Context: an optimization exercise on an open-source flow, tuned for small area, a short achievable clock period and few clock cycles per item. The choices shown serve that exercise and are no tape-out recipe.
Function was checked by simulation only, so behaviour that the tests miss may differ from the original.

[config.mk]
export PLATFORM = sky130hd
export DESIGN_NAME = sha256_stream_hasher
export DESIGN_NICKNAME = sha256_stream_hasher
export VERILOG_FILES = /design/flow/design.v
export SDC_FILE = /design/flow/constraint.sdc
export NUM_CORES = 4
export LEC_CHECK = 0
export CAP_MARGIN = 20
export CORE_MARGIN = 2
export CORE_UTILIZATION = 40
export PLACE_DENSITY = 0.6
export SLEW_MARGIN = 20
[run.sh]
#!/bin/bash
# synth_recipe.tcl (not shown) runs the flow's synth.tcl, then flattens the netlist and writes it again
# the make line also repeats each setting of config.mk as NAME=value (left out here)
make -C /OpenROAD-flow-scripts/flow DESIGN_CONFIG=/design/flow/config.mk WORK_HOME=/design/flow/orfs CLKGATE_MAP_FILE= SYNTH_SCRIPT=/design/flow/synth_recipe.tcl finish
[constraint.sdc]
create_clock -name core_clock -period 11.0 [get_ports {clk}]
set_input_delay 2.2000 -clock core_clock [delete_from_list [all_inputs] [get_ports {clk}]]
set_output_delay 2.2000 -clock core_clock [all_outputs]
set_load 0.01 [all_outputs]
[design.v]
`default_nettype none
package sha256_pkg;
  localparam logic [1:0] MODE_ABSORB  = 2'd0;
  localparam logic [1:0] MODE_FINISH  = 2'd1;
  localparam logic [1:0] MODE_RESTART = 2'd2;
  localparam logic [1:0] STAT_DIGEST       = 2'd0;
  localparam logic [1:0] STAT_AFTER_FINISH = 2'd1;
  localparam logic [1:0] STAT_TOO_LONG     = 2'd2;
  localparam logic [2047:0] K_ROUND_FLAT = {
    32'h428a2f98, 32'h71374491, 32'hb5c0fbcf, 32'he9b5dba5,
    32'h3956c25b, 32'h59f111f1, 32'h923f82a4, 32'hab1c5ed5,
    32'hd807aa98, 32'h12835b01, 32'h243185be, 32'h550c7dc3,
    32'h72be5d74, 32'h80deb1fe, 32'h9bdc06a7, 32'hc19bf174,
    32'he49b69c1, 32'hefbe4786, 32'h0fc19dc6, 32'h240ca1cc,
    32'h2de92c6f, 32'h4a7484aa, 32'h5cb0a9dc, 32'h76f988da,
    32'h983e5152, 32'ha831c66d, 32'hb00327c8, 32'hbf597fc7,
    32'hc6e00bf3, 32'hd5a79147, 32'h06ca6351, 32'h14292967,
    32'h27b70a85, 32'h2e1b2138, 32'h4d2c6dfc, 32'h53380d13,
    32'h650a7354, 32'h766a0abb, 32'h81c2c92e, 32'h92722c85,
    32'ha2bfe8a1, 32'ha81a664b, 32'hc24b8b70, 32'hc76c51a3,
    32'hd192e819, 32'hd6990624, 32'hf40e3585, 32'h106aa070,
    32'h19a4c116, 32'h1e376c08, 32'h2748774c, 32'h34b0bcb5,
    32'h391c0cb3, 32'h4ed8aa4a, 32'h5b9cca4f, 32'h682e6ff3,
    32'h748f82ee, 32'h78a5636f, 32'h84c87814, 32'h8cc70208,
    32'h90befffa, 32'ha4506ceb, 32'hbef9a3f7, 32'hc67178f2
  };
  localparam logic [255:0] H_INIT_FLAT = {
    32'h6a09e667, 32'hbb67ae85, 32'h3c6ef372, 32'ha54ff53a,
    32'h510e527f, 32'h9b05688c, 32'h1f83d9ab, 32'h5be0cd19
  };
endpackage
`default_nettype wire
`default_nettype none
module sha256_stream_hasher (
  input  wire         clk,
  input  wire         rst_n,
  input  wire         in_tvalid,
  output logic        in_tready,
  input  wire  [7:0]  in_tdata,
  input  wire  [1:0]  in_tuser,
  output logic        out_tvalid,
  input  wire         out_tready,
  output logic [31:0] out_tdata,
  output logic [4:0]  out_tuser,
  output logic        out_tlast
);
  function automatic logic [31:0] bsig0(input logic [31:0] x);
    bsig0 = {x[1:0], x[31:2]} ^ {x[12:0], x[31:13]} ^ {x[21:0], x[31:22]};
  endfunction
  function automatic logic [31:0] bsig1(input logic [31:0] x);
    bsig1 = {x[5:0], x[31:6]} ^ {x[10:0], x[31:11]} ^ {x[24:0], x[31:25]};
  endfunction
  function automatic logic [31:0] ssig0(input logic [31:0] x);
    ssig0 = {x[6:0], x[31:7]} ^ {x[17:0], x[31:18]} ^ {3'b000, x[31:3]};
  endfunction
  function automatic logic [31:0] ssig1(input logic [31:0] x);
    ssig1 = {x[16:0], x[31:17]} ^ {x[18:0], x[31:19]} ^ {10'd0, x[31:10]};
  endfunction
  logic        s_valid;
  logic [1:0]  s_mode;
  logic [7:0]  s_data;
  logic [15:0] len_r;
  logic        done_r;
  logic        msg_first;
  logic [5:0]  fill_r;
  logic        pad_active;
  logic        pad_wrap;
  logic [511:0] ib_r;
  logic        ib_full;
  logic        ib_first;
  logic        ib_last;
  logic [31:0] w_r [0:15];
  logic [31:0] v_r [0:7];
  logic [31:0] h_r [0:7];
  logic [31:0] p_r;
  logic        run_r;
  logic        ff_r;
  logic [5:0]  rnd_r;
  logic        eng_first;
  logic        eng_last;
  logic [1:0]  pend_r;
  logic        h_hold;
  logic [2:0]  idx_r;
  logic        err_pend;
  logic [1:0]  err_stat;
  logic start;
  assign start = ib_full && !h_hold && !run_r && !(ff_r && eng_last);
  logic ib_space;
  logic out_idle;
  logic at_limit;
  assign ib_space = !ib_full || start;
  assign out_idle = (pend_r == 2'd0) && !err_pend;
  assign at_limit = &len_r;
  logic s_take;        
  logic shift_en;      
  logic [7:0] sh_byte;
  logic do_absorb, do_err, do_fin, do_rep, do_restart;
  always_comb begin
    do_absorb  = 1'b0;
    do_err     = 1'b0;
    do_fin     = 1'b0;
    do_rep     = 1'b0;
    do_restart = 1'b0;
    s_take     = 1'b0;
    if (s_valid && !pad_active) begin
      case (s_mode)
        sha256_pkg::MODE_ABSORB: begin
          if (done_r || at_limit) begin
            do_err = out_idle;
            s_take = out_idle;
          end else begin
            do_absorb = ib_space;
            s_take    = ib_space;
          end
        end
        sha256_pkg::MODE_FINISH: begin
          if (done_r) begin
            do_rep = out_idle;
            s_take = out_idle;
          end else begin
            do_fin = ib_space && (pend_r != 2'd3);
            s_take = do_fin;
          end
        end
        sha256_pkg::MODE_RESTART: begin
          do_restart = 1'b1;
          s_take     = 1'b1;
        end
        default: s_take = 1'b1;
      endcase
    end
  end
  logic [7:0] len_byte;
  always_comb begin
    case (fill_r[2:0])
      3'd5:    len_byte = {5'd0, len_r[15:13]};
      3'd6:    len_byte = len_r[12:5];
      3'd7:    len_byte = {len_r[4:0], 3'b000};
      default: len_byte = 8'h00;
    endcase
  end
  logic pad_shift;
  assign pad_shift = pad_active && ib_space;
  assign shift_en  = do_absorb || do_fin || pad_shift;
  always_comb begin
    if (pad_active) begin
      sh_byte = (!pad_wrap && fill_r[5:3] == 3'd7) ? len_byte : 8'h00;
    end else if (s_mode == sha256_pkg::MODE_FINISH) begin
      sh_byte = 8'h80;
    end else begin
      sh_byte = s_data;
    end
  end
  logic blk_done;
  assign blk_done = shift_en && (fill_r == 6'd63);
  assign in_tready = !s_valid || s_take;
  always_ff @(posedge clk) begin
    if (!rst_n) begin
      s_valid <= 1'b0;
    end else if (in_tready) begin
      s_valid <= in_tvalid;
    end
  end
  always_ff @(posedge clk) begin
    if (in_tready) begin
      s_mode <= in_tuser;
      s_data <= in_tdata;
    end
  end
  always_ff @(posedge clk) begin
    if (shift_en) begin
      ib_r <= {ib_r[503:0], sh_byte};
    end
  end
  always_ff @(posedge clk) begin
    if (!rst_n) begin
      len_r      <= '0;
      done_r     <= 1'b0;
      msg_first  <= 1'b1;
      fill_r     <= '0;
      pad_active <= 1'b0;
      pad_wrap   <= 1'b0;
      ib_full    <= 1'b0;
      ib_first   <= 1'b0;
      ib_last    <= 1'b0;
    end else begin
      if (do_restart) begin
        len_r     <= '0;
        done_r    <= 1'b0;
        msg_first <= 1'b1;
        fill_r    <= '0;
      end else begin
        if (do_absorb) len_r <= len_r + 16'd1;
        if (do_fin) done_r <= 1'b1;
        if (shift_en) fill_r <= fill_r + 6'd1;
        if (blk_done) msg_first <= 1'b0;
      end
      if (do_fin) begin
        pad_active <= 1'b1;
        pad_wrap   <= (fill_r >= 6'd56) && (fill_r != 6'd63);
      end else if (pad_shift && blk_done) begin
        if (pad_wrap) begin
          pad_wrap <= 1'b0;
        end else begin
          pad_active <= 1'b0;
        end
      end
      if (blk_done) begin
        ib_full  <= 1'b1;
        ib_first <= msg_first;
        ib_last  <= pad_shift && !pad_wrap;
      end else if (start) begin
        ib_full <= 1'b0;
      end
    end
  end
  logic [31:0] k_next;
  assign k_next = sha256_pkg::K_ROUND_FLAT[{~(rnd_r + 6'd1), 5'b00000} +: 32];
  logic [31:0] sum [0:7];
  always_comb begin
    for (int i = 0; i < 8; i++) begin
      sum[i] = ((ff_r && eng_first) ? sha256_pkg::H_INIT_FLAT[32*(7-i) +: 32] : h_r[i])
             + (ff_r ? v_r[i] : 32'd0);
    end
  end
  logic [31:0] a_new, e_new, s1, ch, s0, mj;
  assign s1 = bsig1(v_r[4]);
  assign ch = (v_r[4] & v_r[5]) ^ (~v_r[4] & v_r[6]);
  assign s0 = bsig0(v_r[0]);
  assign mj = (v_r[0] & v_r[1]) ^ (v_r[0] & v_r[2]) ^ (v_r[1] & v_r[2]);
  assign a_new = p_r + s1 + ch + s0 + mj;
  assign e_new = v_r[3] + p_r + s1 + ch;
  logic [31:0] w_new;
  assign w_new = ssig1(w_r[14]) + w_r[9] + ssig0(w_r[1]) + w_r[0];
  logic [31:0] pa, pb, pw;
  always_comb begin
    if (start) begin
      pa = ib_first ? sha256_pkg::H_INIT_FLAT[31:0] : ((ff_r && eng_first) ? sha256_pkg::H_INIT_FLAT[31:0] : h_r[7]);
      pb = (ib_first || !ff_r) ? 32'd0 : v_r[7];
      pw = ib_r[511:480];
    end else begin
      pa = v_r[6];
      pb = 32'd0;
      pw = w_r[1];
    end
  end
  always_ff @(posedge clk) begin
    p_r <= pa + pb + k_next + pw;
    for (int i = 0; i < 8; i++) begin
      h_r[i] <= sum[i];
    end
    if (start) begin
      for (int i = 0; i < 16; i++) begin
        w_r[i] <= ib_r[511-32*i -: 32];
      end
      for (int i = 0; i < 8; i++) begin
        v_r[i] <= ib_first ? sha256_pkg::H_INIT_FLAT[32*(7-i) +: 32] : sum[i];
      end
    end else begin
      for (int i = 0; i < 15; i++) begin
        w_r[i] <= w_r[i+1];
      end
      w_r[15] <= w_new;
      v_r[0] <= a_new;
      v_r[1] <= v_r[0];
      v_r[2] <= v_r[1];
      v_r[3] <= v_r[2];
      v_r[4] <= e_new;
      v_r[5] <= v_r[4];
      v_r[6] <= v_r[5];
      v_r[7] <= v_r[6];
    end
  end
  always_ff @(posedge clk) begin
    if (!rst_n) begin
      run_r     <= 1'b0;
      ff_r      <= 1'b0;
      rnd_r     <= 6'd63;
      eng_first <= 1'b0;
      eng_last  <= 1'b0;
    end else begin
      ff_r <= run_r && (rnd_r == 6'd63);
      if (start) begin
        run_r     <= 1'b1;
        rnd_r     <= 6'd0;
        eng_first <= ib_first;
        eng_last  <= ib_last;
      end else if (run_r) begin
        if (rnd_r == 6'd63) begin
          run_r <= 1'b0;
        end else begin
          rnd_r <= rnd_r + 6'd1;
        end
      end
    end
  end
  logic take;
  assign out_tvalid = err_pend || h_hold;
  assign take       = out_tvalid && out_tready;
  assign out_tdata  = err_pend ? 32'd0 : h_r[idx_r];
  assign out_tuser  = err_pend ? {err_stat, 3'd0} : {sha256_pkg::STAT_DIGEST, idx_r};
  assign out_tlast  = err_pend || (idx_r == 3'd7);
  always_ff @(posedge clk) begin
    if (!rst_n) begin
      pend_r   <= '0;
      h_hold   <= 1'b0;
      idx_r    <= '0;
      err_pend <= 1'b0;
      err_stat <= sha256_pkg::STAT_AFTER_FINISH;
    end else begin
      if (do_err) begin
        err_pend <= 1'b1;
        err_stat <= done_r ? sha256_pkg::STAT_AFTER_FINISH : sha256_pkg::STAT_TOO_LONG;
      end else if (take && err_pend) begin
        err_pend <= 1'b0;
      end
      if (take && !err_pend) begin
        idx_r <= idx_r + 3'd1;
      end
      if (do_rep || (ff_r && eng_last)) begin
        h_hold <= 1'b1;
      end else if (take && !err_pend && idx_r == 3'd7) begin
        h_hold <= 1'b0;
      end
      pend_r <= pend_r + {1'b0, do_fin || do_rep}
                       - {1'b0, take && !err_pend && idx_r == 3'd7};
    end
  end
endmodule
`default_nettype wire
==> flow_metrics.tcl, run 1 <==
set metrics [dict create \
    routed_wl_mm 268.6 \
    fp.dieW_um 461.6 \
    dieArea_um2 213100 \
    finalSetupTns_ns 0 \
    drv_cap 0 \
    max-clock-path-buffers 3 \
    synth.top_cell.area_share_pct 26.41 \
    cts_setup_buffers 0 \
    postRouteAntennaNets 0 \
    coreArea_um2 207700 \
    outcome "complete, no violations" \
    synth_flop_cell "dfxtp_1" \
    synth_seq_cells 1627 \
    n_fill_cell 19912 \
    synth_commonest_cells "nand2_1, dfxtp_1, edfxtp_1" \
    crit_fanout 77 \
    syn_area_um2 83770 \
    dieHeight_um 461.6 \
    ff2ff_setup_slack_ns 2.78 \
    wl_per_cell_um 23.19 \
    cts-root-buf "clkbuf_16" \
    final_nets 9310 \
    grt_max_degree 210 \
    yosysMostFrequentCell "nand2_1" \
    worstSetupPathType "reg2reg" \
    initial_core_util_pct 40.33 \
    dr.first_iter.drc_count 6522 \
    drive_gt1_share_pct 5.700 \
    dr.pass1.iters 6 \
    slew_headroom_pct 20.51 \
    clock_latency_ns 0.87 \
    r2r_start "rnd_r[0]" \
    min_period_ns 8.225 \
    synth_edf_count 522 \
    cts_tree "yes" \
    rsz0062_at_grt "false" \
    setup_violations 0 \
    htreeDepth 4 \
    overflow 0 \
    cts.hold.buffers_added 0 \
    clk_pin_slew_ns 0.06 \
    clock-sinks 1627 \
    cts-buffers-inserted 176 \
    syn_avg_cell_area_um2 9.551 \
    worst_slew_pin_slew_ns 1.192 \
    cp_data_required_time_ns 11.79 \
    area_growth_pct 11.14 \
    std_cell_rows 167 \
    yosys-top-cells-area "dfxtp_1, edfxtp_1, nand2_1, fa_1, ha_1" \
    ys_warn_count 5 \
    numPortBuffers 53 \
    hold_path.class "reg2reg" \
    finalNonFillerCells 11583 \
    reg2reg_depth 27 \
    dp_hpwl_mm 198.1 \
    yosysUniqueCellTypes 92 \
    syn_nets 9444 \
    grt_pass1_wl_mm 398.3 \
    num_vias 63430 \
    gp_congestion 0.9668 \
    critPathLaunch "rnd_r[0]" \
    period_share_pct 74.77 \
    io_pins 54 \
    grt.total_usage_pct 24.82 \
    cp-start-kind "register" \
    synthCells 8771 \
    clock_skew_ns 0.06458 \
    placed_cells_incl_taps 11247 \
    cp.arrival_ns 9.01 \
    synth_area_leader_cell "dfxtp_1" \
    fmax_ghz 0.1216 \
    cts_resized 0 \
    vias_per_cell 5.476 \
    drc 0 \
    crit_path_end_kind "register" \
    grt_pass1_vias 60909 \
    antenna_found_initial 9 \
    timing.final.hold_violations 0 \
    synthArstFlopShare_pct 0 \
    maxSlewViolCount 0 \
    ys_seq_area_share_pct 45.12 \
    crit_end "p_r[30]" \
    r2r_end "p_r[30]" \
]
## stage by stage
step	area, µm²	util, %	worst slack (ns)	hold slack (ns)
after floorplan	83770	-	0.9584	0.3989
after global placement	86960	41.87	2.791	0.4026
after detailed placement	86960	41.87	2.994	0.4042
after CTS	93090	44.82	2.917	0.3677
after global routing	93100	44.82	2.277	0.3881
final	93100	44.83	2.775	0.3685
## area by class of cell
class | instances | area (µm²) | share of cell area [%]
inverters | 503 | 1892 | 2.032
clock buffers | 232 | 4846 | 5.205
multi-input cells | 6191 | 42500 | 45.64
diodes | 5 | 12.51 | 0.01344
clock inverters | 99 | 1282 | 1.377
repair buffers | 138 | 1281 | 1.376
flip-flops and latches | 1627 | 37810 | 40.61
well taps | 2788 | 3488 | 3.747
## kinds of logic after synthesis
logic type | count (synthesis) | share of synthesized area [%]
and+or+nand+nor | 3039 | 16.26
AOI/OAI and AO/OA | 1725 | 13.76
DFF | 1627 | 45.12
buffers and inverters | 953 | 4.282
adders and majority gates | 690 | 12.50
xor gates and xnor gates | 601 | 6.284
muxes | 136 | 1.791
## cell usage in the layout, fill, tap and decap left out, types with 186 or more instances in the layout
master,instances
a21o_1,198
a21oi_1,409
and2_1,375
dfxtp_1,1102
edfxtp_1,522
fa_1,255
ha_1,403
inv_1,499
nand2_1,1742
nand2b_1,186
nor2_1,355
o21ai_0,366
xnor2_1,440
## worst min-delay path by stage
stage | from | end | slack, ns | cells past startpoint
2_1_floorplan | w_r[11][0] | w_r[10][0] | 0.40 | 2
3_3_place_gp | w_r[15][31] | w_r[14][31] | 0.40 | 2
3_5_place_dp | w_r[8][31] | w_r[7][31] | 0.40 | 2
4_1_cts | w_r[15][20] | w_r[14][20] | 0.37 | 2
5_1_grt | w_r[15][20] | w_r[14][20] | 0.39 | 2
6_report | w_r[15][20] | w_r[14][20] | 0.37 | 2
## sequential cells by signal (all words and copies together) (netlist names), 3 cells and up
signal,flops
fill_r,6
w_r,512
len_r,16
v_r,256
idx_r,3
h_r,256
p_r,32
ib_r,512
rnd_r,6
s_data,8
## metal layers
metal  up-vias  GRT usage (%)  share of wire [%]
met2      2339          36.43                 42
li1      29541              -                  -
met4         4          8.301                3.3
met3       414          3.702                7.1
met5         -              0              0.010
met1     31132          37.07                 47
## critical path, stage by stage, from the launching register on
cell       delay [ns]
dfxtp_1          0.30
buf_4            0.44
ha_1             0.72
inv_1            0.31
ha_4             0.36
buf_4            0.60
nand2_1          0.26
o21ai_0          0.24
o21ai_0          0.12
o21ai_0          0.09
o21ai_0          0.12
o31ai_1          0.88
fa_1             0.31
inv_1            0.06
fa_1             0.49
inv_1            0.04
ha_1             0.36
a21o_1           0.19
a21o_1           0.17
a21oi_1          0.19
o21ai_0          0.16
a2111oi_0        0.43
o21ai_0          0.21
a311o_1          0.45
nand4_1          0.12
nand4b_1         0.10
a21oi_1          0.19
xnor2_1          0.14
Testbench counts, summed over its fixed seeds: cycles 73,756, bytes 62,512.
==> run 2: changes to the inputs <==
--- a/design.v
+++ b/design.v
@@ -71,7 +71,6 @@
   logic        ib_last;
   logic [31:0] w_r [0:15];
   logic [31:0] v_r [0:7];
-  logic [31:0] h_r [0:7];
   logic [31:0] p_r;
   logic        run_r;
   logic        ff_r;
@@ -84,7 +83,7 @@
   logic        err_pend;
   logic [1:0]  err_stat;
   logic start;
-  assign start = ib_full && !h_hold && !run_r && !(ff_r && eng_last);
+  assign start = ib_full && !h_hold && ((!run_r && !ff_r && ib_first) || (ff_r && !eng_last));
   logic ib_space;
   logic out_idle;
   logic at_limit;
@@ -214,13 +213,39 @@
       end
     end
   end
-  logic [31:0] k_next;
-  assign k_next = sha256_pkg::K_ROUND_FLAT[{~(rnd_r + 6'd1), 5'b00000} +: 32];
-  logic [31:0] sum [0:7];
-  always_comb begin
-    for (int i = 0; i < 8; i++) begin
-      sum[i] = ((ff_r && eng_first) ? sha256_pkg::H_INIT_FLAT[32*(7-i) +: 32] : h_r[i])
-             + (ff_r ? v_r[i] : 32'd0);
+  logic [31:0] ha [0:3];
+  logic [31:0] he [0:3];
+  logic        zmode;       
+  logic        ring_en;
+  logic [1:0]  ring_k;      
+  logic [31:0] iv_a, iv_e, add_a, add_e;
+  logic [31:0] k_r;
+  assign ring_en = (run_r && rnd_r[5:2] == 4'hf && rnd_r[1:0] != 2'd0) || ff_r;
+  assign ring_k  = ff_r ? 2'd0 : (2'd0 - rnd_r[1:0]);
+  always_comb begin
+    iv_a = sha256_pkg::H_INIT_FLAT[32*(7-ring_k) +: 32];
+    iv_e = sha256_pkg::H_INIT_FLAT[32*(3-ring_k) +: 32];
+  end
+  assign add_a = ((eng_first && !zmode) ? iv_a : ha[3]) + (zmode ? 32'd0 : v_r[0]);
+  assign add_e = ((eng_first && !zmode) ? iv_e : he[3]) + (zmode ? 32'd0 : v_r[4]);
+  always_ff @(posedge clk) begin
+    if (ring_en) begin
+      ha[0] <= add_a;
+      he[0] <= add_e;
+      for (int i = 1; i < 4; i++) begin
+        ha[i] <= ha[i-1];
+        he[i] <= he[i-1];
+      end
+    end
+  end
+  logic [31:0] k_nxt;
+  always_comb begin
+    if (start) begin
+      k_nxt = sha256_pkg::K_ROUND_FLAT[32*62 +: 32];
+    end else if (run_r && rnd_r != 6'd63) begin
+      k_nxt = sha256_pkg::K_ROUND_FLAT[{~(rnd_r + 6'd2), 5'b00000} +: 32];
+    end else begin
+      k_nxt = sha256_pkg::K_ROUND_FLAT[32*63 +: 32];
     end
   end
   logic [31:0] a_new, e_new, s1, ch, s0, mj;
@@ -232,29 +257,34 @@
   assign e_new = v_r[3] + p_r + s1 + ch;
   logic [31:0] w_new;
   assign w_new = ssig1(w_r[14]) + w_r[9] + ssig0(w_r[1]) + w_r[0];
-  logic [31:0] pa, pb, pw;
+  logic [31:0] pa, pw;
   always_comb begin
     if (start) begin
-      pa = ib_first ? sha256_pkg::H_INIT_FLAT[31:0] : ((ff_r && eng_first) ? sha256_pkg::H_INIT_FLAT[31:0] : h_r[7]);
-      pb = (ib_first || !ff_r) ? 32'd0 : v_r[7];
+      pa = ib_first ? sha256_pkg::H_INIT_FLAT[31:0] : he[2];
       pw = ib_r[511:480];
     end else begin
       pa = v_r[6];
-      pb = 32'd0;
       pw = w_r[1];
     end
   end
   always_ff @(posedge clk) begin
-    p_r <= pa + pb + k_next + pw;
-    for (int i = 0; i < 8; i++) begin
-      h_r[i] <= sum[i];
-    end
+    p_r <= pa + k_r + pw;
+    k_r <= k_nxt;
     if (start) begin
       for (int i = 0; i < 16; i++) begin
         w_r[i] <= ib_r[511-32*i -: 32];
       end
-      for (int i = 0; i < 8; i++) begin
-        v_r[i] <= ib_first ? sha256_pkg::H_INIT_FLAT[32*(7-i) +: 32] : sum[i];
+      if (ib_first) begin
+        for (int i = 0; i < 8; i++) begin
+          v_r[i] <= sha256_pkg::H_INIT_FLAT[32*(7-i) +: 32];
+        end
+      end else begin
+        v_r[0] <= add_a;
+        v_r[4] <= add_e;
+        for (int i = 1; i < 4; i++) begin
+          v_r[i]   <= ha[i-1];
+          v_r[i+4] <= he[i-1];
+        end
       end
     end else begin
       for (int i = 0; i < 15; i++) begin
@@ -271,10 +301,14 @@
       v_r[7] <= v_r[6];
     end
   end
+  logic idle_go, prep_go;
+  assign idle_go = ib_full && !h_hold && !run_r && !ff_r;
+  assign prep_go = idle_go && !ib_first;
   always_ff @(posedge clk) begin
     if (!rst_n) begin
       run_r     <= 1'b0;
       ff_r      <= 1'b0;
+      zmode     <= 1'b0;
       rnd_r     <= 6'd63;
       eng_first <= 1'b0;
       eng_last  <= 1'b0;
@@ -283,8 +317,15 @@
       if (start) begin
         run_r     <= 1'b1;
         rnd_r     <= 6'd0;
+        zmode     <= 1'b0;
         eng_first <= ib_first;
         eng_last  <= ib_last;
+      end else if (prep_go) begin
+        run_r     <= 1'b1;
+        rnd_r     <= 6'd61;
+        zmode     <= 1'b1;
+        eng_first <= 1'b0;
+        eng_last  <= 1'b0;
       end else if (run_r) begin
         if (rnd_r == 6'd63) begin
           run_r <= 1'b0;
@@ -297,7 +338,7 @@
   logic take;
   assign out_tvalid = err_pend || h_hold;
   assign take       = out_tvalid && out_tready;
-  assign out_tdata  = err_pend ? 32'd0 : h_r[idx_r];
+  assign out_tdata  = err_pend ? 32'd0 : (idx_r[2] ? he[idx_r[1:0]] : ha[idx_r[1:0]]);
   assign out_tuser  = err_pend ? {err_stat, 3'd0} : {sha256_pkg::STAT_DIGEST, idx_r};
   assign out_tlast  = err_pend || (idx_r == 3'd7);
   always_ff @(posedge clk) begin
==> flow_metrics.tcl, run 2 <==
set metrics [dict create \
    outcome "complete, no violations" \
    yosysMostFrequentCell "nand2_1" \
    cp-start-kind "register" \
    syn_nets 7780 \
    worst-path-buf-inv 3 \
    synth_commonest_cells "nand2_1, dfxtp_1, edfxtp_1" \
    cts_setup_buffers 0 \
    final_nets 7686 \
    worst_slew_pin_slew_ns 1.154 \
    slew_headroom_pct 22.77 \
    cpLargestDelayFamily "simple AND/OR/NAND/NOR gates" \
    antenna_found_initial 7 \
    initial_core_util_pct 40.32 \
    ys_seq_area_share_pct 53.89 \
    r2r_end "p_r[29]" \
    syn_area_um2 74930 \
    dpl-instance-area_um2 77860 \
    cts-root-buf "clkbuf_16" \
    htreeDepth 4 \
    grt.total_usage_pct 22.66 \
    cp_slowest_cell "or2_4" \
    synth_edf_count 778 \
    crit_path_end_kind "output port" \
    yosys-top-cells-area "edfxtp_1, dfxtp_1, nand2_1, fa_1, ha_1" \
    synth_area_leader_cell "edfxtp_1" \
    yosysUniqueCellTypes 84 \
    period_share_pct 62.14 \
    coreArea_um2 185800 \
    postRouteAntennaNets 0 \
    num_vias 52461 \
    cts.hold.buffers_added 0 \
    min_period_ns 6.835 \
    final_common_cell "nand2_1" \
    overflow 0 \
    synthArstFlopShare_pct 0 \
    synth_seq_cells 1628 \
    syn_avg_cell_area_um2 10.25 \
    maxSlewViolCount 0 \
    cts-buffers-inserted 166 \
    dr.pass1.iters 6 \
    clock_skew_ns 0.05080 \
    cp_data_required_time_ns 8.80 \
    multi_input_area_um2 31320 \
    clock-sinks 1628 \
    wl_per_cell_um 22.39 \
    stdcell_area_um2 83660 \
    grt_max_degree 196 \
    max-clock-path-buffers 3 \
    dieHeight_um 436.8 \
    setup_violations 0 \
    timing.final.hold_violations 0 \
    numPortBuffers 53 \
    ys_warn_count 5 \
    vias_per_cell 5.330 \
    reg2reg_depth 21 \
    critPathLaunch "ib_first" \
    grt_pass1_vias 50021 \
    ff2ff_setup_slack_ns 4.60 \
    rsz0062_at_grt "false" \
    std_cell_rows 158 \
    grt_pass1_wl_mm 326.7 \
    dp_hpwl_mm 155.8 \
    cts_tree "yes" \
    crit_fanout 155 \
    routed_wl_mm 220.3 \
    worstSetupPathType "reg2out" \
    clk_pin_slew_ns 0.06 \
    fp.dieW_um 436.8 \
    seq_area_um2 40390 \
    hold_path_startpoint "w_r[13][21]" \
    drive_gt1_share_pct 6.196 \
    hold_path.class "reg2reg" \
    n_fill_cell 17449 \
    synth.top_cell.area_share_pct 31.18 \
    final_cell_mix "nand2_1, dfxtp_1, edfxtp_1" \
    cts_resized 0 \
    cpMostUsedCell "a21oi_1" \
    r2r_start "ib_first" \
    path_cells "nor3b_1, a21oi_1, or2_4, buf_12, nand2_1, a211oi_1, a21oi_1, nor2_1, o211ai_1, buf_4, clkdlybuf4s50_1" \
    area_growth_pct 11.65 \
    synthCells 7308 \
    dieArea_um2 190800 \
    slowest_delay_ns 0.61 \
    drv_cap 0 \
    dr.first_iter.drc_count 5809 \
    io_pins 54 \
    whs_path_depth 2 \
    worst-path-stages 11 \
    gp_congestion 0.9657 \
    synth_flop_cell "dfxtp_1" \
    crit_end "in_tready" \
    cp.arrival_ns 4.63 \
    drc 0 \
    reg.largest.list "ib_r x512, w_r x512, v_r x224" \
    clock_latency_ns 0.84 \
    finalSetupTns_ns 0 \
    fmax_ghz 0.1463 \
]
==> run 2: cell count changes after synthesis, moves of 65 or more <==
cell,delta
dfxtp_1,-255
a21oi_1,-112
a21o_1,-101
o22a_1,-107
nand2b_1,-147
ha_1,-171
o21ai_0,-65
nand2_1,+117
xnor2_1,-121
edfxtp_1,+256
and2_1,-355
a22o_1,-88
==> run 2: worst register-to-register path, delay by kind of cell (launching register included) <==
kind,cells,cell delay (ns)
xor+xnor,1,0.12
compound gates,7,1.73
buf+inv,4,1.54
flops,1,0.46
fa+ha+maj,3,0.95
simple gates,6,1.49
==> run 2: stage by stage <==
| stage | setup slack (ns) | hold WS, ns | instances | util (%) |
|---|---|---|---|---|
| floorplan | 2.012 | 0.3989 | 7308 | - |
| global placement | 4.790 | 0.4032 | 9526 | 41.89 |
| detailed placement | 4.769 | 0.4042 | 9526 | 41.90 |
| CTS | 4.076 | 0.3861 | 9840 | 45.02 |
| global route | 3.802 | 0.4118 | 9840 | 45.02 |
| finish | 4.165 | 0.3998 | 9842 | 45.02 |
==> run 2: cell type report <==
type                       count  area share, %
timing repair buffer         124          1.361
antenna                        2       0.005982
multi-input combinational   4786          37.43
inverter                     508          2.290
clock buffer                 241          5.739
tap                         2480          3.709
clock inverter                73          1.189
sequential                  1628          48.27
==> run 2: how the worst min path moves through the flow <==
| stage | to | slack (ns) |
|---|---|---|
| final | w_r[12][21] | 0.40 |
| after global routing | w_r[12][21] | 0.41 |
| after CTS | w_r[12][21] | 0.39 |
| after detailed placement | w_r[14][0] | 0.40 |
| after global placement | w_r[14][20] | 0.40 |
| after floorplan | w_r[10][0] | 0.40 |
==> run 2: logic make-up (layout without fill, tap and decap cells) <==
family / Yosys count / count (layout) / share of synthesized area [%]
adder cells (fa/ha/maj): 489 / 489 / 10.32
multiplexers: 104 / 104 / 2.007
flip-flops: 1628 / 1628 / 53.89
other: 0 / 2 / 0
XOR/XNOR: 438 / 438 / 5.138
AO/OA/AOI/OAI: 1140 / 1140 / 9.877
AND/OR/NAND/NOR: 2615 / 2615 / 14.30
buffers and inverters: 894 / 946 / 4.480
==> run 2: per-layer routing <==
metal  global-route usage (%)  vias to the layer above  part of all wire [%]
li1                         -                    24361                     -
met1                    33.25                    25774                    46
met2                    33.85                     1963                    44
met3                    3.788                      357                   7.4
met4                    7.542                        6                   3.4
met5                        0                        -                 0.031
Testbench counts of run 2, summed over its fixed seeds: cycles 73,756, bytes 62,512.
==> run 3: changes to the inputs <==
--- a/design.v
+++ b/design.v
@@ -221,7 +221,9 @@
   logic [31:0] iv_a, iv_e, add_a, add_e;
   logic [31:0] k_r;
   assign ring_en = (run_r && rnd_r[5:2] == 4'hf && rnd_r[1:0] != 2'd0) || ff_r;
-  assign ring_k  = ff_r ? 2'd0 : (2'd0 - rnd_r[1:0]);
+  always_ff @(posedge clk) begin
+    ring_k <= (rnd_r == 6'd60) ? 2'd3 : ring_k - 2'd1;
+  end
   always_comb begin
     iv_a = sha256_pkg::H_INIT_FLAT[32*(7-ring_k) +: 32];
     iv_e = sha256_pkg::H_INIT_FLAT[32*(3-ring_k) +: 32];
@@ -253,8 +255,17 @@
   assign ch = (v_r[4] & v_r[5]) ^ (~v_r[4] & v_r[6]);
   assign s0 = bsig0(v_r[0]);
   assign mj = (v_r[0] & v_r[1]) ^ (v_r[0] & v_r[2]) ^ (v_r[1] & v_r[2]);
-  assign a_new = p_r + s1 + ch + s0 + mj;
-  assign e_new = v_r[3] + p_r + s1 + ch;
+  logic [31:0] t1s, t1c, xs, xc, ys, yc, es, ec;
+  assign t1s = p_r ^ s1 ^ ch;
+  assign t1c = {((p_r[30:0] & s1[30:0]) | (p_r[30:0] & ch[30:0]) | (s1[30:0] & ch[30:0])), 1'b0};
+  assign xs  = t1s ^ t1c ^ s0;
+  assign xc  = {((t1s[30:0] & t1c[30:0]) | (t1s[30:0] & s0[30:0]) | (t1c[30:0] & s0[30:0])), 1'b0};
+  assign ys  = xs ^ xc ^ mj;
+  assign yc  = {((xs[30:0] & xc[30:0]) | (xs[30:0] & mj[30:0]) | (xc[30:0] & mj[30:0])), 1'b0};
+  assign es  = t1s ^ t1c ^ v_r[3];
+  assign ec  = {((t1s[30:0] & t1c[30:0]) | (t1s[30:0] & v_r[3][30:0]) | (t1c[30:0] & v_r[3][30:0])), 1'b0};
+  assign a_new = ys + yc;
+  assign e_new = es + ec;
   logic [31:0] w_new;
   assign w_new = ssig1(w_r[14]) + w_r[9] + ssig0(w_r[1]) + w_r[0];
   logic [31:0] pa, pw;
--- a/config.mk
+++ b/config.mk
@@ -5,6 +5,7 @@
 export SDC_FILE = /design/flow/constraint.sdc
 export NUM_CORES = 4
 export LEC_CHECK = 0
+export ABC_AREA = 1
 export CAP_MARGIN = 20
 export CORE_MARGIN = 2
 export CORE_UTILIZATION = 40
==> flow_metrics.tcl, run 3 <==
set metrics [dict create \
    cts-buffers-inserted 174 \
    yosys-top-cells-area "edfxtp_1, dfxtp_1, nand2_1, fa_1, inv_1" \
    cts-root-buf "clkbuf_16" \
    worst_slew_pin_slew_ns 1.142 \
    coreArea_um2 195000 \
    r2r_start "h_hold" \
    holdPathEnd "w_r[12][18]" \
    yosysMostFrequentCell "nand2_1" \
    clock_latency_ns 0.87 \
    final_nets 9354 \
    clock-sinks 1630 \
    cp-start-kind "register" \
    period_share_pct 59.74 \
    synth_flop_cell "dfxtp_1" \
    grt_max_degree 197 \
    ys_warn_count 5 \
    dieHeight_um 446.9 \
    drc 0 \
    worstSetupPathType "reg2out" \
    vias_per_cell 5.303 \
    maxSlewViolCount 0 \
    n_fill_cell 19240 \
    postRouteAntennaNets 0 \
    cts_tree "yes" \
    synth_area_leader_cell "edfxtp_1" \
    whs_path_depth 2 \
    final_cell_mix "nand2_1, inv_1, dfxtp_1" \
    dp_hpwl_mm 217.3 \
    setup_violations 0 \
    syn_nets 9382 \
    area_growth_pct 11.41 \
    crit_path_end_kind "output port" \
    slew_headroom_pct 23.06 \
    wl_per_cell_um 24.50 \
    cts_setup_buffers 0 \
    grt.total_usage_pct 28.24 \
    finalSetupTns_ns 0 \
    num_vias 61831 \
    htreeDepth 4 \
    dr.first_iter.drc_count 7690 \
    gp_congestion 1.010 \
    synth.top_cell.area_share_pct 29.78 \
    fmax_ghz 0.1522 \
    syn_area_um2 78460 \
    yosysUniqueCellTypes 49 \
    synthCells 8911 \
    max-clock-path-buffers 3 \
    grt_pass1_wl_mm 411.1 \
    initial_core_util_pct 40.24 \
    synth_seq_cells 1630 \
    dr.pass1.iters 6 \
    io_pins 54 \
    ff2ff_setup_slack_ns 5.02 \
    grt_pass1_vias 59239 \
    hold_path_startpoint "w_r[13][18]" \
    antenna_found_initial 10 \
    fp.dieW_um 446.9 \
    cp_data_required_time_ns 8.80 \
    synth_edf_count 778 \
    rsz0062_at_grt "false" \
    outcome "complete, no violations" \
    final_common_cell "nand2_1" \
    synth_commonest_cells "nand2_1, inv_1, dfxtp_1" \
    reg.largest.list "ib_r x512, w_r x512, v_r x224" \
    reg2reg_depth 21 \
    synthArstFlopShare_pct 0 \
    timing.final.hold_violations 0 \
    hold_path.class "reg2reg" \
    dieArea_um2 199700 \
    std_cell_rows 162 \
    seq_area_um2 40420 \
    clock_skew_ns 0.05846 \
    syn_avg_cell_area_um2 8.805 \
    overflow 0 \
    cts_resized 0 \
    min_period_ns 6.572 \
    cp.arrival_ns 4.37 \
    clk_pin_slew_ns 0.06 \
    ys_seq_area_share_pct 51.51 \
    cts.hold.buffers_added 0 \
    routed_wl_mm 285.6 \
    drv_cap 0 \
    multi_input_area_um2 32400 \
    r2r_end "p_r[31]" \
    crit_fanout 37 \
    numPortBuffers 53 \
    drive_gt1_share_pct 4.549 \
]
-- run 3: cell types whose count changed in the layout (fill, tap and decap cells not counted), sizes merged, moves of 64 or more --
| cell | change |
|---|---|
| o21ai | +167 |
| nand3 | +343 |
| xor2 | +82 |
| nand2 | +710 |
| inv | +662 |
| nor2 | +150 |
| a21o | -83 |
| a21oi | +238 |
| nor2b | -76 |
| a222oi | -64 |
| xnor2 | -186 |
-- run 3: metal layers --
| metal | track usage [%] | share of wire (%) | up-vias | wire length, µm |
|---|---|---|---|---|
| li1 | - | - | 28618 | - |
| met1 | 40.81 | 45 | 30104 | 127100 |
| met2 | 41.65 | 42 | 2701 | 121400 |
| met3 | 6.418 | 9.5 | 398 | 27070 |
| met4 | 9.175 | 3.5 | 10 | 10010 |
| met5 | 0 | 0.020 | - | 57 |
-- run 3: cells by family (layout without fill, tap and decap cells) --
| family | after synthesis | in the layout | share of synthesized area, % |
|---|---|---|---|
| compound gates | 1241 | 1241 | 8.591 |
| xor+xnor | 333 | 333 | 3.736 |
| fa+ha+maj | 457 | 457 | 9.441 |
| buf+inv | 1488 | 1611 | 7.310 |
| flops | 1630 | 1630 | 51.51 |
| other cells | 0 | 2 | 0 |
| simple gates | 3762 | 3762 | 19.41 |
-- run 3: cell type report --
cell class                 instances  area share (%)
antenna                            2        0.005725
tap                             2624           3.756
timing repair buffer             109           1.164
inverter                        1175           5.057
sequential                      1630           46.24
clock buffer                     247           5.605
multi-input combinational       5793           37.06
clock inverter                    80           1.108
-- run 3: worst max-delay path by stage --
stage | slack (ns) | cells after the start | from | end
6_report | 4.43 | 8 | idx_r[0] | out_tdata[0]
5_1_grt | 4.37 | 8 | idx_r[0] | out_tdata[0]
4_1_cts | 4.47 | 8 | idx_r[0] | out_tdata[0]
3_5_place_dp | 4.93 | 21 | ib_first | p_r[26]
3_3_place_gp | 4.95 | 22 | h_hold | p_r[26]
2_1_floorplan | 2.37 | 10 | s_mode[1] | ib_first
-- run 3: through the flow --
step                      instances  util (%)  setup slack (ns)  cell area, µm²  hold WS [ns]
after floorplan                8911         -             2.373           78470        0.3993
after global placement        11329     41.80             4.955           81510        0.4066
after detailed placement      11330     41.80             4.933           81520        0.4074
after CTS                     11657     44.81             4.468           87380        0.4090
after global routing          11659     44.83             4.365           87410        0.4188
final                         11660     44.83             4.428           87410        0.4089
-- run 3: worst max-delay path, cell delays in order (launching register included) --
cell and delay (ns):
dfxtp_1 0.33, inv_1 0.14, ha_2 0.70, buf_4 0.59, a21oi_1 0.13, nand3_1 0.11, a21oi_1 0.07, nor3_1 0.71
clkdlybuf4s50_1 0.70
Testbench counts of run 3, summed over its fixed seeds: cycles 73,756, bytes 62,512.
==> run 4: changes to the inputs <==
--- a/design.v
+++ b/design.v
@@ -83,7 +83,7 @@
   logic        err_pend;
   logic [1:0]  err_stat;
   logic start;
-  assign start = ib_full && !h_hold && ((!run_r && !ff_r && ib_first) || (ff_r && !eng_last));
+  logic ring_en;
   logic ib_space;
   logic out_idle;
   logic at_limit;
@@ -216,11 +216,9 @@
   logic [31:0] ha [0:3];
   logic [31:0] he [0:3];
   logic        zmode;       
-  logic        ring_en;
   logic [1:0]  ring_k;      
   logic [31:0] iv_a, iv_e, add_a, add_e;
   logic [31:0] k_r;
-  assign ring_en = (run_r && rnd_r[5:2] == 4'hf && rnd_r[1:0] != 2'd0) || ff_r;
   always_ff @(posedge clk) begin
     ring_k <= (rnd_r == 6'd60) ? 2'd3 : ring_k - 2'd1;
   end
@@ -347,6 +345,48 @@
     end
   end
   logic take;
+  logic ib_full_n, ib_first_n, h_hold_n, run_n, ff_n, eng_last_n;
+  logic [5:0] rnd_n;
+  always_comb begin
+    ib_full_n  = blk_done ? 1'b1 : (start ? 1'b0 : ib_full);
+    ib_first_n = blk_done ? msg_first : ib_first;
+    if (do_rep || (ff_r && eng_last)) begin
+      h_hold_n = 1'b1;
+    end else if (take && !err_pend && idx_r == 3'd7) begin
+      h_hold_n = 1'b0;
+    end else begin
+      h_hold_n = h_hold;
+    end
+    ff_n       = run_r && (rnd_r == 6'd63);
+    run_n      = run_r;
+    rnd_n      = rnd_r;
+    eng_last_n = eng_last;
+    if (start) begin
+      run_n      = 1'b1;
+      rnd_n      = 6'd0;
+      eng_last_n = ib_last;
+    end else if (prep_go) begin
+      run_n      = 1'b1;
+      rnd_n      = 6'd61;
+      eng_last_n = 1'b0;
+    end else if (run_r) begin
+      if (rnd_r == 6'd63) begin
+        run_n = 1'b0;
+      end else begin
+        rnd_n = rnd_r + 6'd1;
+      end
+    end
+  end
+  always_ff @(posedge clk) begin
+    if (!rst_n) begin
+      start   <= 1'b0;
+      ring_en <= 1'b0;
+    end else begin
+      start   <= ib_full_n && !h_hold_n
+                 && ((!run_n && !ff_n && ib_first_n) || (ff_n && !eng_last_n));
+      ring_en <= (run_n && rnd_n[5:2] == 4'hf && rnd_n[1:0] != 2'd0) || ff_n;
+    end
+  end
   assign out_tvalid = err_pend || h_hold;
   assign take       = out_tvalid && out_tready;
   assign out_tdata  = err_pend ? 32'd0 : (idx_r[2] ? he[idx_r[1:0]] : ha[idx_r[1:0]]);
==> flow_metrics.tcl, run 4 <==
set metrics [dict create \
    outcome "complete, no violations" \
    worstSetupPathType "reg2out" \
    synthCells 9054 \
    crit_path_end_kind "output port" \
    grt_pass1_vias 59581 \
    whs_path_depth 2 \
    drv_cap 0 \
    final_nets 9496 \
    syn_area_um2 79130 \
    reg2reg_depth 15 \
    wl_per_cell_um 24.56 \
    setup_slack_ns 4.824 \
    period_share_pct 56.15 \
    min_period_ns 6.176 \
    antenna_found_initial 9 \
    crit_fanout 76 \
    fmax_ghz 0.1619 \
    syn_nets 9525 \
    yosysUniqueCellTypes 60 \
    drive_gt1_share_pct 5.001 \
    clk_pin_slew_ns 0.06 \
    r2r_end "p_r[31]" \
    num_vias 62144 \
    synth_edf_count 778 \
    holdPathEnd "w_r[4][21]" \
    cpMostUsedCell "buf_4" \
    r2r_start "start" \
    cts_setup_buffers 0 \
    worst-path-buf-inv 4 \
    synthXorXnorAreaFrac_pct 3.641 \
    hold_path.class "reg2reg" \
    vias_per_cell 5.257 \
    ys_seq_area_share_pct 51.13 \
    dieArea_um2 201400 \
    path_cells "buf_4, inv_2, buf_4, o21ai_0, a21oi_1, nor3_1, clkdlybuf4s50_1" \
    grt_pass1_wl_mm 418.0 \
    dieHeight_um 448.8 \
    synthArstFlopShare_pct 0 \
    yosys-top-cells-area "edfxtp_1, dfxtp_1, nand2_1, fa_1, inv_1" \
    synthSimpleGateAreaFrac_pct 20.43 \
    ys_warn_count 5 \
    synth.top_cell.area_share_pct 29.52 \
    hold_path_startpoint "w_r[5][21]" \
    slew_headroom_pct 23.01 \
    postRouteAntennaNets 0 \
    initial_core_util_pct 40.17 \
    clock_skew_ns 0.1066 \
    syn_avg_cell_area_um2 8.740 \
    grt.total_usage_pct 28.22 \
    synth_area_leader_cell "edfxtp_1" \
    rsz0062_at_grt "false" \
    fp.dieW_um 448.8 \
    synth_commonest_cells "nand2_1, inv_1, dfxtp_1" \
    timing.final.hold_violations 0 \
    cts_resized 0 \
    maxSlewViolCount 0 \
    synthMuxAreaShare_pct 0 \
    cts-buffers-inserted 177 \
    clock_latency_ns 0.86 \
    synth_top_family_by_area "simple AND/OR/NAND/NOR gates" \
    synth_seq_cells 1632 \
    io_pins 54 \
    cp_data_required_time_ns 8.80 \
    cts.hold.buffers_added 0 \
    std_cell_rows 163 \
    cp_slowest_cell "clkdlybuf4s50_1" \
    clock-sinks 1632 \
    dp_slack_ns 4.889 \
    max-clock-path-buffers 3 \
    gp_congestion 0.9706 \
    cp.arrival_ns 3.98 \
    drc 0 \
    final_cell_mix "nand2_1, inv_1, dfxtp_1" \
    cts-root-buf "clkbuf_16" \
    dp_hpwl_mm 223.7 \
    numPortBuffers 53 \
    routed_wl_mm 290.3 \
    yosysMostFrequentCell "nand2_1" \
    final_common_cell "nand2_1" \
    ff2ff_setup_slack_ns 5.13 \
    cp-start-kind "register" \
    setup_violations 0 \
    htreeDepth 4 \
    area_growth_pct 11.84 \
    reg.largest.list "ib_r x512, w_r x512, v_r x224" \
    synth_flop_cell "dfxtp_1" \
    cts_tree "yes" \
    coreArea_um2 197000 \
    synthAdderAreaFrac_pct 9.360 \
    grt_max_degree 199 \
    cpLargestDelayFamily "buffers and inverters" \
    dr.pass1.iters 6 \
    synth_compound_area_share_pct 8.151 \
    overflow 0 \
    worst_slew_pin_slew_ns 1.143 \
    dr.first_iter.drc_count 7240 \
    finalSetupTns_ns 0 \
    slowest_delay_ns 0.67 \
]
## run 4: cell count changes in the layout (fill, tap and decap cells not counted), sizes merged, moves of 7 or more
cell and change:
nand3b +20, a21oi +14, xor2 -7, o22ai +7, a31oi -8, nand2 +197, o21ai -52, nor2 -22
## run 4: worst min-delay path, delay by kind of cell (launching register included)
| family | cells | cell delay, ns |
|---|---|---|
| simple gates | 2 | 0.10 |
| flops | 1 | 0.31 |
## run 4: metrics by stage
step / area [µm²] / cells / utilization, % / hold slack (ns)
floorplan: 79130 / 9054 / - / 0.3960
global placement: 82150 / 11485 / 41.70 / 0.4013
detailed placement: 82150 / 11485 / 41.70 / 0.4007
CTS: 88460 / 11817 / 44.90 / 0.3692
global route: 88500 / 11820 / 44.92 / 0.3643
finish: 88500 / 11822 / 44.92 / 0.3782
## run 4: how the worst max path moves through the flow
stage / startpoint / to / slack [ns] / cells after the start
after detailed placement: start / p_r[31] / 4.89 / 15
final: idx_r[2] / out_tdata[4] / 4.82 / 7
after global placement: start / p_r[31] / 4.84 / 15
after floorplan: ring_en / ha[0][0] / 4.47 / 0
after global routing: idx_r[2] / out_tdata[10] / 4.74 / 8
after CTS: idx_r[2] / out_tdata[10] / 4.78 / 8
## run 4: final cells by class
class	instances	area [µm²]
clock buffer	244	5122
clock inverter	88	1184
multi-input combinational	5928	32940
timing repair buffer	110	1045
inverter	1176	4424
fill	19453	108500
antenna	4	10.01
sequential	1632	40470
tap	2640	3303
## run 4: cell families (layout without fill, tap and decap cells)
kind of cell,count (synthesis),count (layout)
AO/OA/AOI/OAI,1184,1184
buffers and inverters,1494,1618
AND/OR/NAND/NOR,3961,3961
flip-flops,1632,1632
XOR/XNOR,326,326
other,0,4
adder cells (fa/ha/maj),457,457
## run 4: per-layer routing
layer | GRT usage [%] | routed length, µm | up-vias | share of wire (%)
met2 | 42.21 | 124800 | 2400 | 43
li1 | - | - | 28980 | -
met5 | 0 | 25 | - | 0.0086
met4 | 10.08 | 11720 | 4 | 4.0
met1 | 41.17 | 132300 | 30332 | 46
met3 | 4.502 | 21410 | 428 | 7.4
Testbench counts of run 4, summed over its fixed seeds: cycles 73,756, bytes 62,512.
==> run 5: changes to the inputs <==
--- a/design.v
+++ b/design.v
@@ -152,18 +152,49 @@
   end
   logic blk_done;
   assign blk_done = shift_en && (fill_r == 6'd63);
-  assign in_tready = !s_valid || s_take;
+  logic       q1_valid;
+  logic [1:0] q1_mode;
+  logic [7:0] q1_data;
+  logic       rdy_r;
+  logic       push;
+  logic       s_valid_n, q1_valid_n;
+  assign in_tready = rdy_r;
+  assign push      = in_tvalid && rdy_r;
+  always_comb begin
+    s_valid_n  = s_valid;
+    q1_valid_n = q1_valid;
+    if (s_take) begin
+      s_valid_n  = q1_valid || push;
+      q1_valid_n = q1_valid && push;
+    end else if (push) begin
+      s_valid_n  = 1'b1;
+      q1_valid_n = s_valid;
+    end
+  end
   always_ff @(posedge clk) begin
     if (!rst_n) begin
-      s_valid <= 1'b0;
-    end else if (in_tready) begin
-      s_valid <= in_tvalid;
+      s_valid  <= 1'b0;
+      q1_valid <= 1'b0;
+      rdy_r    <= 1'b1;
+    end else begin
+      s_valid  <= s_valid_n;
+      q1_valid <= q1_valid_n;
+      rdy_r    <= !q1_valid_n;
     end
   end
   always_ff @(posedge clk) begin
-    if (in_tready) begin
-      s_mode <= in_tuser;
-      s_data <= in_tdata;
+    if (s_take || !s_valid) begin
+      if (q1_valid) begin
+        s_mode <= q1_mode;
+        s_data <= q1_data;
+      end else begin
+        s_mode <= in_tuser;
+        s_data <= in_tdata;
+      end
+    end
+    if (push) begin
+      q1_mode <= in_tuser;
+      q1_data <= in_tdata;
     end
   end
   always_ff @(posedge clk) begin
@@ -268,7 +299,7 @@
   assign w_new = ssig1(w_r[14]) + w_r[9] + ssig0(w_r[1]) + w_r[0];
   logic [31:0] pa, pw;
   always_comb begin
-    if (start) begin
+    if (!run_r) begin
       pa = ib_first ? sha256_pkg::H_INIT_FLAT[31:0] : he[2];
       pw = ib_r[511:480];
     end else begin
@@ -387,11 +418,31 @@
       ring_en <= (run_n && rnd_n[5:2] == 4'hf && rnd_n[1:0] != 2'd0) || ff_n;
     end
   end
-  assign out_tvalid = err_pend || h_hold;
-  assign take       = out_tvalid && out_tready;
-  assign out_tdata  = err_pend ? 32'd0 : (idx_r[2] ? he[idx_r[1:0]] : ha[idx_r[1:0]]);
-  assign out_tuser  = err_pend ? {err_stat, 3'd0} : {sha256_pkg::STAT_DIGEST, idx_r};
-  assign out_tlast  = err_pend || (idx_r == 3'd7);
+  logic        o_valid;
+  logic [31:0] o_data;
+  logic [4:0]  o_user;
+  logic        o_last;
+  logic        out_free;
+  assign out_free   = !o_valid || out_tready;
+  assign take       = out_free && (err_pend || h_hold);
+  assign out_tvalid = o_valid;
+  assign out_tdata  = o_data;
+  assign out_tuser  = o_user;
+  assign out_tlast  = o_last;
+  always_ff @(posedge clk) begin
+    if (!rst_n) begin
+      o_valid <= 1'b0;
+    end else if (out_free) begin
+      o_valid <= err_pend || h_hold;
+    end
+  end
+  always_ff @(posedge clk) begin
+    if (take) begin
+      o_data <= err_pend ? 32'd0 : (idx_r[2] ? he[idx_r[1:0]] : ha[idx_r[1:0]]);
+      o_user <= err_pend ? {err_stat, 3'd0} : {sha256_pkg::STAT_DIGEST, idx_r};
+      o_last <= err_pend || (idx_r == 3'd7);
+    end
+  end
   always_ff @(posedge clk) begin
     if (!rst_n) begin
       pend_r   <= '0;
==> flow/run.sh (new file) <==
#!/bin/bash
set -euo pipefail
bash standard.sh SETUP_SLACK_MARGIN=6.5 finish > standard_flow.log 2>&1
==> standard.sh (new file) <==
#!/bin/bash
# synth_recipe.tcl (not shown) runs the flow's synth.tcl, then flattens the netlist and writes it again
# the make line also repeats each setting of config.mk as NAME=value (left out here)
make -C /OpenROAD-flow-scripts/flow DESIGN_CONFIG=/design/flow/config.mk WORK_HOME=/design/flow/orfs CLKGATE_MAP_FILE= SYNTH_SCRIPT=/design/flow/synth_recipe.tcl "${@:-finish}"
removed: run.sh
==> flow_metrics.tcl, run 5 <==
set metrics [dict create \
    outcome "complete, no violations" \
    synth_seq_cells 1683 \
    clock_skew_ns 0.07427 \
    syn_avg_cell_area_um2 8.679 \
    hold_path.class "reg2reg" \
    initial_core_util_pct 40.24 \
    dieArea_um2 207100 \
    area_growth_pct 11.80 \
    synth_top_family_by_area "simple AND/OR/NAND/NOR gates" \
    reg.largest.list "ib_r x512, w_r x512, v_r x224" \
    cp_data_required_time_ns 11.73 \
    vias_per_cell 5.256 \
    cp.arrival_ns 5.22 \
    cts.hold.buffers_added 0 \
    holdPathEnd "w_r[14][14]" \
    r2r_start "run_r" \
    whs_path_depth 2 \
    numPortBuffers 53 \
    synth_area_leader_cell "edfxtp_1" \
    dp_hpwl_mm 216.9 \
    htreeDepth 4 \
    finalSetupTns_ns 0 \
    dr.first_iter.drc_count 7400 \
    max-clock-path-buffers 3 \
    synthSimpleGateAreaFrac_pct 20.36 \
    synth_compound_area_share_pct 7.908 \
    rsz0062_at_grt "true" \
    cts_setup_buffers 0 \
    ys_seq_area_share_pct 51.55 \
    std_cell_rows 165 \
    cts-buffers-inserted 180 \
    io_pins 54 \
    setup_violations 0 \
    fmax_ghz 0.2225 \
    dieHeight_um 455.1 \
    slew_headroom_pct 14.40 \
    drc 0 \
    drive_gt1_share_pct 5.079 \
    postRouteAntennaNets 0 \
    cts-root-buf "clkbuf_16" \
    yosys-top-cells-area "edfxtp_1, dfxtp_1, nand2_1, inv_1, fa_1" \
    placed_cells_incl_taps 11838 \
    grt.total_usage_pct 27.45 \
    synth_edf_count 826 \
    period_share_pct 40.86 \
    ff2ff_setup_slack_ns 6.51 \
    reg2reg_depth 17 \
    dpl-instance-area_um2 84450 \
    fp.dieW_um 455.1 \
    synthCells 9379 \
    yosysMostFrequentCell "nand2_1" \
    cts_tree "yes" \
    clock_latency_ns 0.87 \
    worst_slew_pin_slew_ns 1.284 \
    dr.pass1.iters 6 \
    synthAdderAreaFrac_pct 9.084 \
    worstSetupPathType "reg2reg" \
    ys_warn_count 5 \
    hold_path_startpoint "w_r[15][14]" \
    wl_per_cell_um 23.62 \
    synthMuxAreaShare_pct 0 \
    crit_fanout 22 \
    clock-sinks 1683 \
    clk_pin_slew_ns 0.07 \
    stdcell_area_um2 91010 \
    maxSlewViolCount 0 \
    num_vias 64038 \
    drv_cap 0 \
    grt_pass1_wl_mm 418.1 \
    synthXorXnorAreaFrac_pct 3.460 \
    synth.top_cell.area_share_pct 30.47 \
    crit_path_end_kind "register" \
    syn_nets 9849 \
    cp-start-kind "register" \
    routed_wl_mm 287.8 \
    finalNonFillerCells 12184 \
    antenna_found_initial 9 \
    final_common_cell "nand2_1" \
    final_nets 9820 \
    synthArstFlopShare_pct 0 \
    timing.final.hold_violations 0 \
    fin_util_pct 44.98 \
    overflow 0 \
    yosysUniqueCellTypes 58 \
    grt_max_degree 207 \
    final_cell_mix "nand2_1, inv_1, dfxtp_1" \
    coreArea_um2 202300 \
    synth_commonest_cells "nand2_1, inv_1, dfxtp_1" \
    grt_pass1_vias 61492 \
    min_period_ns 4.495 \
    syn_area_um2 81400 \
    synth_flop_cell "dfxtp_1" \
    gp_congestion 1.013 \
    r2r_end "p_r[31]" \
]
[run 5: cell count changes after synthesis, moves of 39 or more]
| cell | previous run | this run |
|---|---|---|
| inv_1 | 1163 | 1257 |
| nand2_1 | 2763 | 3044 |
| nand3_1 | 428 | 380 |
| or2_2 | 65 | 23 |
| edfxtp_1 | 778 | 826 |
| o211ai_1 | 26 | 65 |
| a21oi_1 | 551 | 498 |
| o21ai_0 | 404 | 450 |
[run 5: worst max-delay path: stages, from the launching register on]
cell,delay (ns)
dfxtp_2,0.44
buf_4,0.46
inv_1,0.31
o21ai_1,0.70
fa_1,0.34
ha_1,0.22
inv_1,0.08
fa_1,0.47
inv_1,0.07
nand3_1,0.06
nand2_1,0.22
inv_1,0.07
o21ai_1,0.32
nand2_1,0.09
nand3_1,0.15
nand3_1,0.17
nand3_1,0.13
nand2_1,0.06
[run 5: layer usage]
metal | GRT usage, % | part of all wire (%)
met1 | 38.59 | 44
met2 | 42.34 | 44
met3 | 4.297 | 7.5
met4 | 10.94 | 4.4
met5 | 0 | 0.015
[run 5: final cells by class]
| class | instances | area, µm² |
|---|---|---|
| inverters | 1270 | 4788 |
| clock buffers | 255 | 5184 |
| well taps | 2672 | 3343 |
| repair buffers | 116 | 1142 |
| diodes | 2 | 5.005 |
| flip-flops and latches | 1683 | 42000 |
| fillers | 19862 | 111300 |
| clock inverters | 87 | 1066 |
| multi-input cells | 6099 | 33480 |
[run 5: how the worst max path moves through the flow]
stage	start	end	slack (ns)
floorplan	s_mode[1]	fill_r[0]	7.12
global placement	start	ib_r[188]	6.02
detailed placement	start	ib_r[188]	5.97
CTS	zmode	v_r[4][13]	6.50
global route	v_r[4][8]	v_r[0][28]	6.46
finish	run_r	p_r[31]	6.51
[run 5: cells by family after synthesis]
kind of cell / count (synthesis)
xor gates and xnor gates: 319
and+or+nand+nor: 4139
DFF: 1683
buffers and inverters: 1597
adders and majority gates: 456
AOI/OAI and AO/OA: 1185
[run 5: what timing repair did]
action,4_1_cts,5_1_grt
pin swaps,1,2
setup endpoints to repair,210,85
gates resized for setup,25,74
gates cloned,1,0
[run 5: through the flow]
step	setup WS [ns]	hold WS, ns
after global placement	6.021	0.4007
after global routing	6.455	0.4307
after detailed placement	5.972	0.4027
after CTS	6.500	0.4157
after floorplan	7.123	0.3960
final	6.505	0.4054
Testbench counts of run 5, summed over its fixed seeds: cycles 73,764, bytes 62,512.
==> run 6: changes to the inputs <==
--- a/design.v
+++ b/design.v
@@ -299,7 +299,7 @@
   assign w_new = ssig1(w_r[14]) + w_r[9] + ssig0(w_r[1]) + w_r[0];
   logic [31:0] pa, pw;
   always_comb begin
-    if (!run_r) begin
+    if (start) begin
       pa = ib_first ? sha256_pkg::H_INIT_FLAT[31:0] : he[2];
       pw = ib_r[511:480];
     end else begin
==> run.sh (new file) <==
#!/bin/bash
# synth_recipe.tcl (not shown) runs the flow's synth.tcl, then flattens the netlist and writes it again
# the make line also repeats each setting of config.mk as NAME=value (left out here)
make -C /OpenROAD-flow-scripts/flow DESIGN_CONFIG=/design/flow/config.mk WORK_HOME=/design/flow/orfs CLKGATE_MAP_FILE= SYNTH_SCRIPT=/design/flow/synth_recipe.tcl finish
removed: flow/run.sh
removed: standard.sh
==> flow_metrics.tcl, run 6 <==
set metrics [dict create \
    use_met2_pct 43.00 \
    worstSetupPathType "reg2reg" \
    routed_wl_mm 289.1 \
    clk_pin_slew_ns 0.06 \
    fin_util_pct 44.82 \
    reg.largest.list "ib_r x512, w_r x512, v_r x224" \
    syn_area_um2 81280 \
    grt.total_usage_pct 27.66 \
    timing.final.hold_violations 0 \
    initial_core_util_pct 40.22 \
    maxSlewViolCount 0 \
    synthArstFlopShare_pct 0 \
    grt_pass1_vias 61512 \
    htreeDepth 4 \
    dr.first_iter.drc_count 6719 \
    hold_path.class "reg2reg" \
    drc 0 \
    synth_flop_cell "dfxtp_1" \
    cts_setup_buffers 0 \
    placed_cells_incl_taps 11787 \
    max-clock-path-buffers 3 \
    grt_pass1_wl_mm 418.7 \
    final_common_cell "nand2_1" \
    cts-buffers-inserted 178 \
    finalSetupTns_ns 0 \
    reg2reg_depth 15 \
    fmax_ghz 0.1816 \
    dr.pass1.iters 8 \
    num_vias 63129 \
    whs_path_depth 2 \
    fp.dieW_um 454.8 \
    clock_latency_ns 0.86 \
    holdWs_ns 0.4019 \
    dp_hpwl_mm 221.4 \
    seq_area_um2 41970 \
    cts.hold.buffers_added 0 \
    n_fill_cell 19776 \
    crit_path_end_kind "register" \
    gp_congestion 1.032 \
    overflow 0 \
    period_share_pct 50.06 \
    use_met3_pct 5.397 \
    yosys-top-cells-area "edfxtp_1, dfxtp_1, nand2_1, inv_1, fa_1" \
    cts_resized 0 \
    drv_cap 0 \
    synth_commonest_cells "nand2_1, inv_1, dfxtp_1" \
    std_cell_rows 165 \
    clock_skew_ns 0.07461 \
    syn_avg_cell_area_um2 8.711 \
    finalNonFillerCells 12128 \
    rsz0062_at_grt "false" \
    worst_slew_pin_slew_ns 1.225 \
    vias_per_cell 5.205 \
    dp_slack_ns 5.540 \
    area_growth_pct 11.44 \
    multi_input_area_um2 33210 \
    clock-sinks 1683 \
    setup_violations 0 \
    yosysUniqueCellTypes 60 \
    synth_area_leader_cell "edfxtp_1" \
    cts-root-buf "clkbuf_16" \
    synth.top_cell.area_share_pct 30.52 \
    coreArea_um2 202100 \
    slew_headroom_pct 17.47 \
    cts_tree "yes" \
    cp.arrival_ns 6.22 \
    syn_nets 9801 \
    postRouteAntennaNets 0 \
    setup_slack_ns 5.494 \
    min_period_ns 5.506 \
    synth_seq_cells 1683 \
    drive_gt1_share_pct 4.824 \
    final_nets 9766 \
    cp_data_required_time_ns 11.71 \
    ys_seq_area_share_pct 51.62 \
    outcome "complete, no violations" \
    numPortBuffers 53 \
    yosysMostFrequentCell "nand2_1" \
    grt_max_degree 228 \
    io_pins 54 \
    wl_per_cell_um 23.84 \
    final_cell_mix "nand2_1, inv_1, dfxtp_1" \
    met1_usage_pct 37.27 \
    antenna_found_initial 5 \
    synthCells 9331 \
    dieArea_um2 206800 \
    synth_edf_count 826 \
    ys_warn_count 5 \
    grt_most_used_layer "met2" \
    dieHeight_um 454.8 \
    cp-start-kind "register" \
    crit_fanout 57 \
]
[run 6: changes by cell type after synthesis, moves of 5 or more]
cell	delta
buf_1	+14
or2_2	+32
inv_2	+5
o211ai_1	+5
nand3_1	+5
a21boi_0	+5
nand2_1	-50
buf_6	-11
nor3_1	-13
clkbuf_1	-15
inv_1	+6
o21ai_1	-6
buf_4	+5
o21ai_0	-42
[run 6: through the flow]
stage / cell area [µm²]
final: 90580
after global routing: 90580
after CTS: 90540
after detailed placement: 84320
after global placement: 84320
after floorplan: 81280
[run 6: logic make-up (layout without fill, tap and decap cells)]
kind of cell	after synthesis	after routing	share of synthesized area, %
AO/OA/AOI/OAI	1152	1152	7.732
XOR/XNOR	321	321	3.514
adder cells (fa/ha/maj)	456	456	9.098
buffers and inverters	1600	1722	7.591
flip-flops	1683	1683	51.62
other	0	3	0
AND/OR/NAND/NOR	4119	4119	20.44
[run 6: worst max-delay path, stage by stage (launching register included)]
cell and delay, ns:
dfxtp_4 0.77, buf_4 0.70, buf_4 0.60, nor2_1 0.17
a21oi_1 0.55, fa_1 0.37, ha_1 0.21, inv_1 0.07
fa_1 0.46, nand3b_1 0.18, nand2_1 0.19, a21boi_0 0.24
o21ai_0 0.43, nand3_1 0.17, nand3_1 0.12, nand2_1 0.07
[run 6: worst paths after layout]
| kind | start | slack [ns] | end |
|---|---|---|---|
| max | start | 5.49 | p_r[31] |
| min | w_r[5][6] | 0.40 | w_r[4][6] |
| max reg2reg | start | 5.49 | p_r[31] |
| min reg2reg | w_r[5][6] | 0.40 | w_r[4][6] |
[run 6: routing by layer]
layer / routed length (µm) / vias to the layer above
met1: 123200 / 30524
met4: 15070 / 4
met2: 129000 / 2437
met3: 21820 / 532
met5: 23 / -
li1: - / 29632
[run 6: area by class of cell]
type,instances,share of cell area (%)
Multi-Input combinational cell,6048,36.66
Tap cell,2672,3.691
Inverter,1279,5.321
Clock inverter,91,1.327
Clock buffer,246,5.534
Antenna cell,3,0.008288
Sequential cell,1683,46.33
Timing Repair Buffer,106,1.124
Testbench counts of run 6, summed over its fixed seeds: cycles 73,764, bytes 62,512.

## re-timing with driven ports
In the flow no input, the clock included, has a driving cell. The finished layouts below were timed again as built, in two steps.
Step 1 assumes that a clkbuf_16 drives the clock port and a buf_2 every other input.
Step 2 times the ports against the registers' clock, not the clock port: input delays grow and output delays shrink by t, the midpoint of the rising clock arrivals with the driver on.
Slacks: no drivers / after step 1 / after step 2; pairs: no drivers / after step 1.
| run | shift t [ns] | slack for setup (ns) | slew at the worst register clock pin (ns) |
|---|---|---|---|
| run 1 | 0.920 | 2.775 / 2.775 / 2.775 | 0.08 / 0.08 |
| run 2 | 0.903 | 4.165 / 4.075 / 4.605 | 0.07 / 0.07 |
| run 3 | 0.923 | 4.428 / 4.346 / 5.023 | 0.07 / 0.07 |
| run 4 | 0.903 | 4.824 / 4.731 / 5.134 | 0.07 / 0.07 |
| run 5 | 0.913 | 6.505 / 6.505 / 6.300 | 0.08 / 0.08 |
| run 6 | 0.917 | 5.494 / 5.494 / 5.494 | 0.07 / 0.07 |
After both steps setup and hold are still met in every run listed. The setup slack of run 5, which loses most, moves by 0.000 ns with the drivers and by -0.205 ns with both steps.
